From an optimization exercise on the open Yosys and OpenROAD flow, aimed at small area and a short achievable clock period; shortcuts taken in it are not production practice.
Only simulation tests tie the RTL to the original design; equivalence was not proved.
Power figures rest on the tool's default switching activity, not on a simulated workload.

`config.mk`:
```
export PLATFORM = sky130hd
export DESIGN_NAME = matmul_mac_array
export DESIGN_NICKNAME = matmul_mac_array
export VERILOG_FILES = /design/flow/design.v
export SDC_FILE = /design/flow/constraint.sdc
export NUM_CORES = 4
export LEC_CHECK = 0
export CAP_MARGIN = 20
export CORE_MARGIN = 2
export CORE_UTILIZATION = 40
export SLEW_MARGIN = 20
```
`constraint.sdc`:
```
create_clock -name core_clock -period 9.0 [get_ports {clk_i}]
set_input_delay 1.8000 -clock core_clock [delete_from_list [all_inputs] [get_ports {clk_i}]]
set_output_delay 1.8000 -clock core_clock [all_outputs]
set_load 0.01 [all_outputs]
```
`design.v`:
```
module matmul_mac_lane (
  input  logic        clk_i,
  input  logic [7:0]  a,
  input  logic [7:0]  b,
  input  logic        s,
  input  logic        clr,
  output logic [31:0] res
);
  logic [31:0] acc_q, acc_in, r0, r1;
  logic hs1, hc2, fs3, fc4, hs5, hc6, fs7, fc8, fs9, fc10, hs11, hc12, fs13, fc14, fs15, fc16, fs17, fc18, fs19, fc20, fs21, fc22, fs23, fc24, hs25, hc26, fs27, fc28, hs29, hc30, fs31, fc32, fs33, fc34, fs35, fc36, fs37, fc38, fs39, fc40, fs41, fc42, fs43, fc44, fs45, fc46, fs47, fc48, fs49, fc50, fs51, fc52, fs53, fc54, fs55, fc56, fs57, fc58, fs59, fc60, hs61, hc62, fs63, fc64, fs65, fc66, fs67, fc68, fs69, fc70, fs71, fc72, fs73, fc74, fs75, fc76, fs77, fc78, fs79, fc80, fs81, fc82, fs83, fc84, hs85, hc86, fs87, fc88, fs89, fc90, fs91, fc92, fs93, fc94, fs95, fc96, fs97, fc98, fs99, fc100, fs101, fc102, fs103, fc104, fs105, fc106, fs107, fc108, fs109, fc110, fs111, fc112, hs113, hc114, hs115, hc116, hs117, hc118, hs119, hc120, hs121, hc122, hs123, hc124, hs125, hc126, hs127, hc128, hs129, hc130, hs131, hc132, hs133, hc134, hs135, hc136, hs137, hc138, hs139, hc140, hs141, hc142, hs143, hc144, hs145, hc146;
  assign acc_in = clr ? 32'd0 : acc_q;
  assign hs1 = (a[0] & b[5]) ^ (a[1] & b[4]);
  assign hc2 = (a[0] & b[5]) & (a[1] & b[4]);
  assign fs3 = (a[0] & b[6]) ^ (a[1] & b[5]) ^ (a[2] & b[4]);
  assign fc4 = ((a[0] & b[6]) & (a[1] & b[5])) | ((a[0] & b[6]) & (a[2] & b[4])) | ((a[1] & b[5]) & (a[2] & b[4]));
  assign hs5 = (a[3] & b[3]) ^ (a[4] & b[2]);
  assign hc6 = (a[3] & b[3]) & (a[4] & b[2]);
  assign fs7 = ((a[0] & b[7]) ^ s) ^ (a[1] & b[6]) ^ (a[2] & b[5]);
  assign fc8 = (((a[0] & b[7]) ^ s) & (a[1] & b[6])) | (((a[0] & b[7]) ^ s) & (a[2] & b[5])) | ((a[1] & b[6]) & (a[2] & b[5]));
  assign fs9 = (a[3] & b[4]) ^ (a[4] & b[3]) ^ (a[5] & b[2]);
  assign fc10 = ((a[3] & b[4]) & (a[4] & b[3])) | ((a[3] & b[4]) & (a[5] & b[2])) | ((a[4] & b[3]) & (a[5] & b[2]));
  assign hs11 = (a[6] & b[1]) ^ ((a[7] & b[0]) ^ s);
  assign hc12 = (a[6] & b[1]) & ((a[7] & b[0]) ^ s);
  assign fs13 = ((a[1] & b[7]) ^ s) ^ (a[2] & b[6]) ^ (a[3] & b[5]);
  assign fc14 = (((a[1] & b[7]) ^ s) & (a[2] & b[6])) | (((a[1] & b[7]) ^ s) & (a[3] & b[5])) | ((a[2] & b[6]) & (a[3] & b[5]));
  assign fs15 = (a[4] & b[4]) ^ (a[5] & b[3]) ^ (a[6] & b[2]);
  assign fc16 = ((a[4] & b[4]) & (a[5] & b[3])) | ((a[4] & b[4]) & (a[6] & b[2])) | ((a[5] & b[3]) & (a[6] & b[2]));
  assign fs17 = ((a[7] & b[1]) ^ s) ^ s ^ acc_in[8];
  assign fc18 = (((a[7] & b[1]) ^ s) & s) | (((a[7] & b[1]) ^ s) & acc_in[8]) | (s & acc_in[8]);
  assign fs19 = ((a[2] & b[7]) ^ s) ^ (a[3] & b[6]) ^ (a[4] & b[5]);
  assign fc20 = (((a[2] & b[7]) ^ s) & (a[3] & b[6])) | (((a[2] & b[7]) ^ s) & (a[4] & b[5])) | ((a[3] & b[6]) & (a[4] & b[5]));
  assign fs21 = (a[5] & b[4]) ^ (a[6] & b[3]) ^ ((a[7] & b[2]) ^ s);
  assign fc22 = ((a[5] & b[4]) & (a[6] & b[3])) | ((a[5] & b[4]) & ((a[7] & b[2]) ^ s)) | ((a[6] & b[3]) & ((a[7] & b[2]) ^ s));
  assign fs23 = ((a[3] & b[7]) ^ s) ^ (a[4] & b[6]) ^ (a[5] & b[5]);
  assign fc24 = (((a[3] & b[7]) ^ s) & (a[4] & b[6])) | (((a[3] & b[7]) ^ s) & (a[5] & b[5])) | ((a[4] & b[6]) & (a[5] & b[5]));
  assign hs25 = (a[0] & b[3]) ^ (a[1] & b[2]);
  assign hc26 = (a[0] & b[3]) & (a[1] & b[2]);
  assign fs27 = (a[0] & b[4]) ^ (a[1] & b[3]) ^ (a[2] & b[2]);
  assign fc28 = ((a[0] & b[4]) & (a[1] & b[3])) | ((a[0] & b[4]) & (a[2] & b[2])) | ((a[1] & b[3]) & (a[2] & b[2]));
  assign hs29 = (a[3] & b[1]) ^ (a[4] & b[0]);
  assign hc30 = (a[3] & b[1]) & (a[4] & b[0]);
  assign fs31 = (a[2] & b[3]) ^ (a[3] & b[2]) ^ (a[4] & b[1]);
  assign fc32 = ((a[2] & b[3]) & (a[3] & b[2])) | ((a[2] & b[3]) & (a[4] & b[1])) | ((a[3] & b[2]) & (a[4] & b[1]));
  assign fs33 = (a[5] & b[0]) ^ acc_in[5] ^ hs1;
  assign fc34 = ((a[5] & b[0]) & acc_in[5]) | ((a[5] & b[0]) & hs1) | (acc_in[5] & hs1);
  assign fs35 = (a[5] & b[1]) ^ (a[6] & b[0]) ^ acc_in[6];
  assign fc36 = ((a[5] & b[1]) & (a[6] & b[0])) | ((a[5] & b[1]) & acc_in[6]) | ((a[6] & b[0]) & acc_in[6]);
  assign fs37 = fs3 ^ hs5 ^ hc2;
  assign fc38 = (fs3 & hs5) | (fs3 & hc2) | (hs5 & hc2);
  assign fs39 = acc_in[7] ^ fs7 ^ fs9;
  assign fc40 = (acc_in[7] & fs7) | (acc_in[7] & fs9) | (fs7 & fs9);
  assign fs41 = hs11 ^ fc4 ^ hc6;
  assign fc42 = (hs11 & fc4) | (hs11 & hc6) | (fc4 & hc6);
  assign fs43 = fs13 ^ fs15 ^ fs17;
  assign fc44 = (fs13 & fs15) | (fs13 & fs17) | (fs15 & fs17);
  assign fs45 = fc8 ^ fc10 ^ hc12;
  assign fc46 = (fc8 & fc10) | (fc8 & hc12) | (fc10 & hc12);
  assign fs47 = acc_in[9] ^ fs19 ^ fs21;
  assign fc48 = (acc_in[9] & fs19) | (acc_in[9] & fs21) | (fs19 & fs21);
  assign fs49 = fc14 ^ fc16 ^ fc18;
  assign fc50 = (fc14 & fc16) | (fc14 & fc18) | (fc16 & fc18);
  assign fs51 = (a[6] & b[4]) ^ ((a[7] & b[3]) ^ s) ^ acc_in[10];
  assign fc52 = ((a[6] & b[4]) & ((a[7] & b[3]) ^ s)) | ((a[6] & b[4]) & acc_in[10]) | (((a[7] & b[3]) ^ s) & acc_in[10]);
  assign fs53 = fs23 ^ fc20 ^ fc22;
  assign fc54 = (fs23 & fc20) | (fs23 & fc22) | (fc20 & fc22);
  assign fs55 = ((a[4] & b[7]) ^ s) ^ (a[5] & b[6]) ^ (a[6] & b[5]);
  assign fc56 = (((a[4] & b[7]) ^ s) & (a[5] & b[6])) | (((a[4] & b[7]) ^ s) & (a[6] & b[5])) | ((a[5] & b[6]) & (a[6] & b[5]));
  assign fs57 = ((a[7] & b[4]) ^ s) ^ acc_in[11] ^ fc24;
  assign fc58 = (((a[7] & b[4]) ^ s) & acc_in[11]) | (((a[7] & b[4]) ^ s) & fc24) | (acc_in[11] & fc24);
  assign fs59 = ((a[5] & b[7]) ^ s) ^ (a[6] & b[6]) ^ ((a[7] & b[5]) ^ s);
  assign fc60 = (((a[5] & b[7]) ^ s) & (a[6] & b[6])) | (((a[5] & b[7]) ^ s) & ((a[7] & b[5]) ^ s)) | ((a[6] & b[6]) & ((a[7] & b[5]) ^ s));
  assign hs61 = (a[0] & b[2]) ^ (a[1] & b[1]);
  assign hc62 = (a[0] & b[2]) & (a[1] & b[1]);
  assign fs63 = (a[2] & b[1]) ^ (a[3] & b[0]) ^ acc_in[3];
  assign fc64 = ((a[2] & b[1]) & (a[3] & b[0])) | ((a[2] & b[1]) & acc_in[3]) | ((a[3] & b[0]) & acc_in[3]);
  assign fs65 = acc_in[4] ^ fs27 ^ hs29;
  assign fc66 = (acc_in[4] & fs27) | (acc_in[4] & hs29) | (fs27 & hs29);
  assign fs67 = fs31 ^ fs33 ^ fc28;
  assign fc68 = (fs31 & fs33) | (fs31 & fc28) | (fs33 & fc28);
  assign fs69 = fs35 ^ fs37 ^ fc32;
  assign fc70 = (fs35 & fs37) | (fs35 & fc32) | (fs37 & fc32);
  assign fs71 = fs39 ^ fs41 ^ fc36;
  assign fc72 = (fs39 & fs41) | (fs39 & fc36) | (fs41 & fc36);
  assign fs73 = fs43 ^ fs45 ^ fc40;
  assign fc74 = (fs43 & fs45) | (fs43 & fc40) | (fs45 & fc40);
  assign fs75 = fs47 ^ fs49 ^ fc44;
  assign fc76 = (fs47 & fs49) | (fs47 & fc44) | (fs49 & fc44);
  assign fs77 = fs51 ^ fs53 ^ fc48;
  assign fc78 = (fs51 & fs53) | (fs51 & fc48) | (fs53 & fc48);
  assign fs79 = fs55 ^ fs57 ^ fc52;
  assign fc80 = (fs55 & fs57) | (fs55 & fc52) | (fs57 & fc52);
  assign fs81 = acc_in[12] ^ fs59 ^ fc56;
  assign fc82 = (acc_in[12] & fs59) | (acc_in[12] & fc56) | (fs59 & fc56);
  assign fs83 = ((a[6] & b[7]) ^ s) ^ ((a[7] & b[6]) ^ s) ^ acc_in[13];
  assign fc84 = (((a[6] & b[7]) ^ s) & ((a[7] & b[6]) ^ s)) | (((a[6] & b[7]) ^ s) & acc_in[13]) | (((a[7] & b[6]) ^ s) & acc_in[13]);
  assign hs85 = (a[0] & b[1]) ^ (a[1] & b[0]);
  assign hc86 = (a[0] & b[1]) & (a[1] & b[0]);
  assign fs87 = (a[2] & b[0]) ^ acc_in[2] ^ hs61;
  assign fc88 = ((a[2] & b[0]) & acc_in[2]) | ((a[2] & b[0]) & hs61) | (acc_in[2] & hs61);
  assign fs89 = hs25 ^ fs63 ^ hc62;
  assign fc90 = (hs25 & fs63) | (hs25 & hc62) | (fs63 & hc62);
  assign fs91 = hc26 ^ fs65 ^ fc64;
  assign fc92 = (hc26 & fs65) | (hc26 & fc64) | (fs65 & fc64);
  assign fs93 = hc30 ^ fs67 ^ fc66;
  assign fc94 = (hc30 & fs67) | (hc30 & fc66) | (fs67 & fc66);
  assign fs95 = fc34 ^ fs69 ^ fc68;
  assign fc96 = (fc34 & fs69) | (fc34 & fc68) | (fs69 & fc68);
  assign fs97 = fc38 ^ fs71 ^ fc70;
  assign fc98 = (fc38 & fs71) | (fc38 & fc70) | (fs71 & fc70);
  assign fs99 = fc42 ^ fs73 ^ fc72;
  assign fc100 = (fc42 & fs73) | (fc42 & fc72) | (fs73 & fc72);
  assign fs101 = fc46 ^ fs75 ^ fc74;
  assign fc102 = (fc46 & fs75) | (fc46 & fc74) | (fs75 & fc74);
  assign fs103 = fc50 ^ fs77 ^ fc76;
  assign fc104 = (fc50 & fs77) | (fc50 & fc76) | (fs77 & fc76);
  assign fs105 = fc54 ^ fs79 ^ fc78;
  assign fc106 = (fc54 & fs79) | (fc54 & fc78) | (fs79 & fc78);
  assign fs107 = fc58 ^ fs81 ^ fc80;
  assign fc108 = (fc58 & fs81) | (fc58 & fc80) | (fs81 & fc80);
  assign fs109 = fc60 ^ fs83 ^ fc82;
  assign fc110 = (fc60 & fs83) | (fc60 & fc82) | (fs83 & fc82);
  assign fs111 = (a[7] & b[7]) ^ acc_in[14] ^ fc84;
  assign fc112 = ((a[7] & b[7]) & acc_in[14]) | ((a[7] & b[7]) & fc84) | (acc_in[14] & fc84);
  assign hs113 = s ^ acc_in[15];
  assign hc114 = s & acc_in[15];
  assign hs115 = acc_in[16] ^ s;
  assign hc116 = acc_in[16] & s;
  assign hs117 = acc_in[17] ^ s;
  assign hc118 = acc_in[17] & s;
  assign hs119 = acc_in[18] ^ s;
  assign hc120 = acc_in[18] & s;
  assign hs121 = acc_in[19] ^ s;
  assign hc122 = acc_in[19] & s;
  assign hs123 = acc_in[20] ^ s;
  assign hc124 = acc_in[20] & s;
  assign hs125 = acc_in[21] ^ s;
  assign hc126 = acc_in[21] & s;
  assign hs127 = acc_in[22] ^ s;
  assign hc128 = acc_in[22] & s;
  assign hs129 = acc_in[23] ^ s;
  assign hc130 = acc_in[23] & s;
  assign hs131 = acc_in[24] ^ s;
  assign hc132 = acc_in[24] & s;
  assign hs133 = acc_in[25] ^ s;
  assign hc134 = acc_in[25] & s;
  assign hs135 = acc_in[26] ^ s;
  assign hc136 = acc_in[26] & s;
  assign hs137 = acc_in[27] ^ s;
  assign hc138 = acc_in[27] & s;
  assign hs139 = acc_in[28] ^ s;
  assign hc140 = acc_in[28] & s;
  assign hs141 = acc_in[29] ^ s;
  assign hc142 = acc_in[29] & s;
  assign hs143 = acc_in[30] ^ s;
  assign hc144 = acc_in[30] & s;
  assign hs145 = acc_in[31] ^ s;
  assign hc146 = acc_in[31] & s;
  assign r0 = {hs145, hs143, hs141, hs139, hs137, hs135, hs133, hs131, hs129, hs127, hs125, hs123, hs121, hs119, hs117, hs115, hs113, fs111, fs109, fs107, fs105, fs103, fs101, fs99, fs97, fs95, fs93, fs91, fs89, fs87, acc_in[1], (a[0] & b[0])};
  assign r1 = {hc144, hc142, hc140, hc138, hc136, hc134, hc132, hc130, hc128, hc126, hc124, hc122, hc120, hc118, hc116, hc114, fc112, fc110, fc108, fc106, fc104, fc102, fc100, fc98, fc96, fc94, fc92, fc90, fc88, hc86, hs85, acc_in[0]};
  always_ff @(posedge clk_i) acc_q <= r0 + r1;
  assign res = acc_q;
endmodule
module matmul_mac_array #(
  parameter int LANES = 16,
  parameter int DW    = 8,
  parameter int ACC_W = 32,
  parameter int KMAX  = 256
) (
  input  logic                          clk_i,
  input  logic                          rst_i,
  input  logic                          en_i,
  input  logic                          valid_i,
  input  logic                          signed_i,
  input  logic [LANES*DW-1:0]           din_i,
  input  logic [DW-1:0]                 win_i,
  output logic                          in_rdy_o,
  output logic                          vld_o,
  input  logic                          rdy_i,
  output logic [LANES*ACC_W-1:0]        matmul_o,
  output logic [$clog2(KMAX+1)-1:0]     cnt_o,
  output logic                          len_err_o,
  output logic                          ovf_o
);
  logic [7:0]  cnt_q;
  logic        grp_signed_q, vld_q, len_err_q;
  logic        in_rdy, accept, first, kmax_hit, close, cur_signed, clr;
  logic [7:0]  win_g;
  assign in_rdy     = !vld_q || rdy_i;
  assign accept     = en_i && in_rdy;
  assign first      = (cnt_q == 8'd0);
  assign kmax_hit   = (cnt_q == 8'd255) && !valid_i;
  assign close      = accept && (valid_i || kmax_hit);
  assign cur_signed = first ? signed_i : grp_signed_q;
  assign clr        = first && in_rdy;
  assign win_g      = accept ? win_i : 8'd0;
  always_ff @(posedge clk_i) begin
    if (rst_i) begin
      cnt_q        <= '0;
      grp_signed_q <= 1'b0;
      vld_q        <= 1'b0;
      len_err_q    <= 1'b0;
    end else begin
      if (accept) begin
        if (first) grp_signed_q <= signed_i;
        cnt_q <= close ? 8'd0 : cnt_q + 8'd1;
      end
      if (close) begin
        vld_q     <= 1'b1;
        len_err_q <= kmax_hit;
      end else if (rdy_i) begin
        vld_q     <= 1'b0;
      end
    end
  end
  for (genvar l = 0; l < LANES; l++) begin : g_lane
    matmul_mac_lane u_lane (
      .clk_i  (clk_i),
      .a      (din_i[l*DW +: DW]),
      .b      (win_g),
      .s      (cur_signed),
      .clr    (clr),
      .res    (matmul_o[l*ACC_W +: ACC_W])
    );
  end
  assign in_rdy_o  = in_rdy;
  assign vld_o     = vld_q;
  assign cnt_o     = {1'b0, cnt_q};
  assign len_err_o = len_err_q;
  assign ovf_o     = 1'b0;
endmodule
```
`run.sh`:
```
#!/bin/bash
# synth_recipe.tcl (not shown) runs the flow's synth.tcl, then flattens the netlist and writes it again
# the make line also repeats each setting of config.mk as NAME=value (left out here)
make -C /OpenROAD-flow-scripts/flow DESIGN_CONFIG=/design/flow/config.mk WORK_HOME=/design/flow/orfs CLKGATE_MAP_FILE= SYNTH_SCRIPT=/design/flow/synth_recipe.tcl finish
```
==> impl_results.md <==
- Status: complete, no violations
- Area growth syn-to-layout: 18.0%
- First-pass GRT wire length: about 320000 um
- Routed len/inst: between 15 and 20 um
- Starting Density: 0.403
- Relative slew slack: 0.544
- Peak supply drop: ~150 uV
- Die area: 172000 um2
- Routed Antenna Nets: 0
- Die X: 415 um
- TNS Setup: 0 ps
- Worst-Margin Slew: approximately 680 ps
- Type of the worst min-delay path: flip-flop to flip-flop
- Total power: 0.0241 W
- Final-report hold violation count: 0
- Syn Std Cell Area: a little under 70000 um2
- Routed vias: ~54k
- Primary FF master, synth: dfxtp_1
- Yosys reg bits: around 520
- PostCTS Resize Cnt: 0
- CTS tree: yes
- Area of the core: between 150000 and 200000 um2
- F_max: ~120 MHz
- Most frequent cells after synthesis: nand2_1, ha_1, and2_1, inv_1, fa_1
- P_leak: just under 40 nW
- Period utilization: 0.890
- PwrDens: 302 nW/um2
- Clk sinks: 523
- Number of synthesized flops with an enable pin: 0
- Synth top area share: 0.232
- Synth area leaders: fa_1, ha_1, dfxtp_1
- Worst EP arrival: approximately 8600 ps
- Final core utilization: 0.476
- YS warnings: 2
- PortBufs: between 600 and 700
- Pin count of the biggest net entering global routing: 89
- Total gr overflow: 0
- Fin crit period: around 8000 ps
- Final hold slack: about 490 ps
- Critical Path Source Type: primary input
- Sequential share of the synthesized area: 0.155
- Initial drt markers: between 2k and 3k
- Worst-path fanout max: 23
- Post-synth cell types: 90
- Slew Viols, Final: 0
- Syn Area/Cell: slightly below 9 um2
- Global placement routability congestion: 0.913
- CTS H-tree depth: 3
- Async SR Flop Fraction: 0
- RSZ-0062 raised after global routing: no
- Pre-CTS WS: roughly 270 ps
- Layout cells sized above 1: 0.0375
- Clock Pin Slew Worst Setup and Hold Paths: 60 ps
- Root buffer cell: clkbuf_16
- Pre-Repair DR Iteration Count: 5
- Final setup fails: 0
- Clk Latency, worst-skew pair: ~700 ps
- Routed wire length: about 200000 um
- Cells after Synth: approximately 7.6k
- Worst Path Required: between 9000 and 10000 ps
- Critical Path End Type: flip-flop
- Synth area leader: fa_1
- Via-to-Cell Ratio: between 5 and 6
- Row count: 150
- Hpwl dp: 160000 um
- Worst setup margin: between 900 and 1000 ps
- Hold Buf Count CTS: 0
- Die height: slightly above 400 um
- Vias in the first global route: 56.7k
- Clock Skew: 38.0 ps
- Num CTS Buffers: just under 80
- Antenna violations before repair: 21
- Ports: between 600 and 700
- Post-CTS Setup Inserts: 0
- GRT Total Usage: 0.232
- Most numerous cell in the Yosys netlist: nand2_1
- CTS Buffer Depth: 3
- Setup Crit Path Kind: primary input to flip-flop
- Drc violations: 0
- Total of max-cap violations: 0
- Nets@finish: between 9k and 10k
layer usage:
layer	vias to the layer above	part of all wire	GRT usage
li1	26026	-	-
met2	1226	0.47	0.388
met1	26383	0.43	0.292
met3	331	0.054	0.0432
met5	-	0.00031	0
met4	10	0.041	0.0990
worst paths after layout:
check	from	endpoint	slack [ps]	cells past startpoint
hold reg to reg	len_err_q	len_err_q	490	2
hold / removal	len_err_q	len_err_q	490	2
setup / recovery	rdy_i	g_lane[9].u_lane.acc_q[28]	990	23
setup reg to reg	cnt_q[0]	g_lane[3].u_lane.acc_q[28]	1470	24
power by group:
group	internal [W]	switching [W]
Clock	0.00191	0.00130
Combinational	0.00764	0.00880
Sequential	0.00363	0.000817
Total	0.0132	0.0109
layout make-up:
type	count	area, um2
fillers	16082	87800
multi-input cells	5993	53200
flip-flops and latches	523	10500
repair buffers	772	7720
inverters	808	3040
well taps	2204	2760
clock buffers	110	2200
clock inverters	25	389
diodes	9	22.5
critical path, cell delays in order:
cell	delay [ps]
clkdlybuf4s50_1	450
nand2b_1	420
and3_4	620
buf_4	250
buf_4	180
nand2_1	90
fa_1	550
inv_1	60
fa_1	420
fa_1	570
fa_1	420
ha_1	370
a21o_1	210
or3_1	310
o2111ai_1	110
o21ai_1	170
nor3_2	190
o31ai_1	170
a311oi_2	390
o21ai_1	130
a41o_1	280
o41ai_2	250
xnor2_1	170
cell families after synthesis:
family | count (synthesis) | share of synthesized area
compound gates | 1267 | 0.125
xor+xnor | 701 | 0.0908
fa+ha+maj | 1650 | 0.392
buf+inv | 1062 | 0.0595
flops | 523 | 0.155
mux | 17 | 0.00281
other cells | 1 | 0.0000555
simple gates | 2356 | 0.175
flip-flops by register name, summed over array words and instances, names as in the netlist:
signal	flops
g_lane.u_lane.acc_q	512
cnt_q	8
grp_signed_q	1
len_err_q	1
vld_q	1
through the flow:
step / cell area [um2] / cells
final: 79800 / 10444
after global routing: 79800 / 10444
after CTS: 79800 / 10435
after detailed placement: 77200 / 10300
after global placement: 77200 / 10300
after floorplan: 67700 / 7578
cell usage in the layout (no fill, tap or decap), drive strengths merged, types with 13 or more instances in the layout:
cell and instances:
nand2 880, ha 866, and2 854, inv 810, fa 784, clkdlybuf4s50 664, dfxtp 523, xnor2 455
a21oi 388, a21o 260, xor2 246, nor2 241, o21ai 192, clkbuf 110, buf 108, o21a 79
nand3 69, o21bai 68, and3 58, nand2b 57, nand4 54, nor2b 44, nor3 44, a31oi 37
a211oi 36, o31ai 23, a221oi 18, a21boi 17, or3 17, mux2 16, o211ai 15, a2111oi 13

-- port drivers added, routing unchanged --
No port has a modelled driver above. Below, the same layout with a new extraction and two added sets of constraints.
Step 1: set_driving_cell puts a clkbuf_16 on clk_i and a buf_2 on each other input, an assumption about the parent block.
Step 2 adds t to the input delays and takes it off the output delays; t is the mean of the earliest and latest rising clock arrival at the registers after step 1. Input paths then give back, and output paths get back, about the clock's delay inside the block.
Slacks: no drivers / after step 1 / after step 2; pairs: no drivers / after step 1.
t (ns): 0.768
setup WS [ns]: 0.989 / 1.047 / 0.279
worst setup path at the end: input to register
latest minus earliest clock arrival (ns): 0.052 / 0.052
cell pins on the clock port's net: 1
After both steps this run still meets setup and hold. The setup slack of this run moves by +0.058 ns with the drivers and by -0.710 ns with both steps.
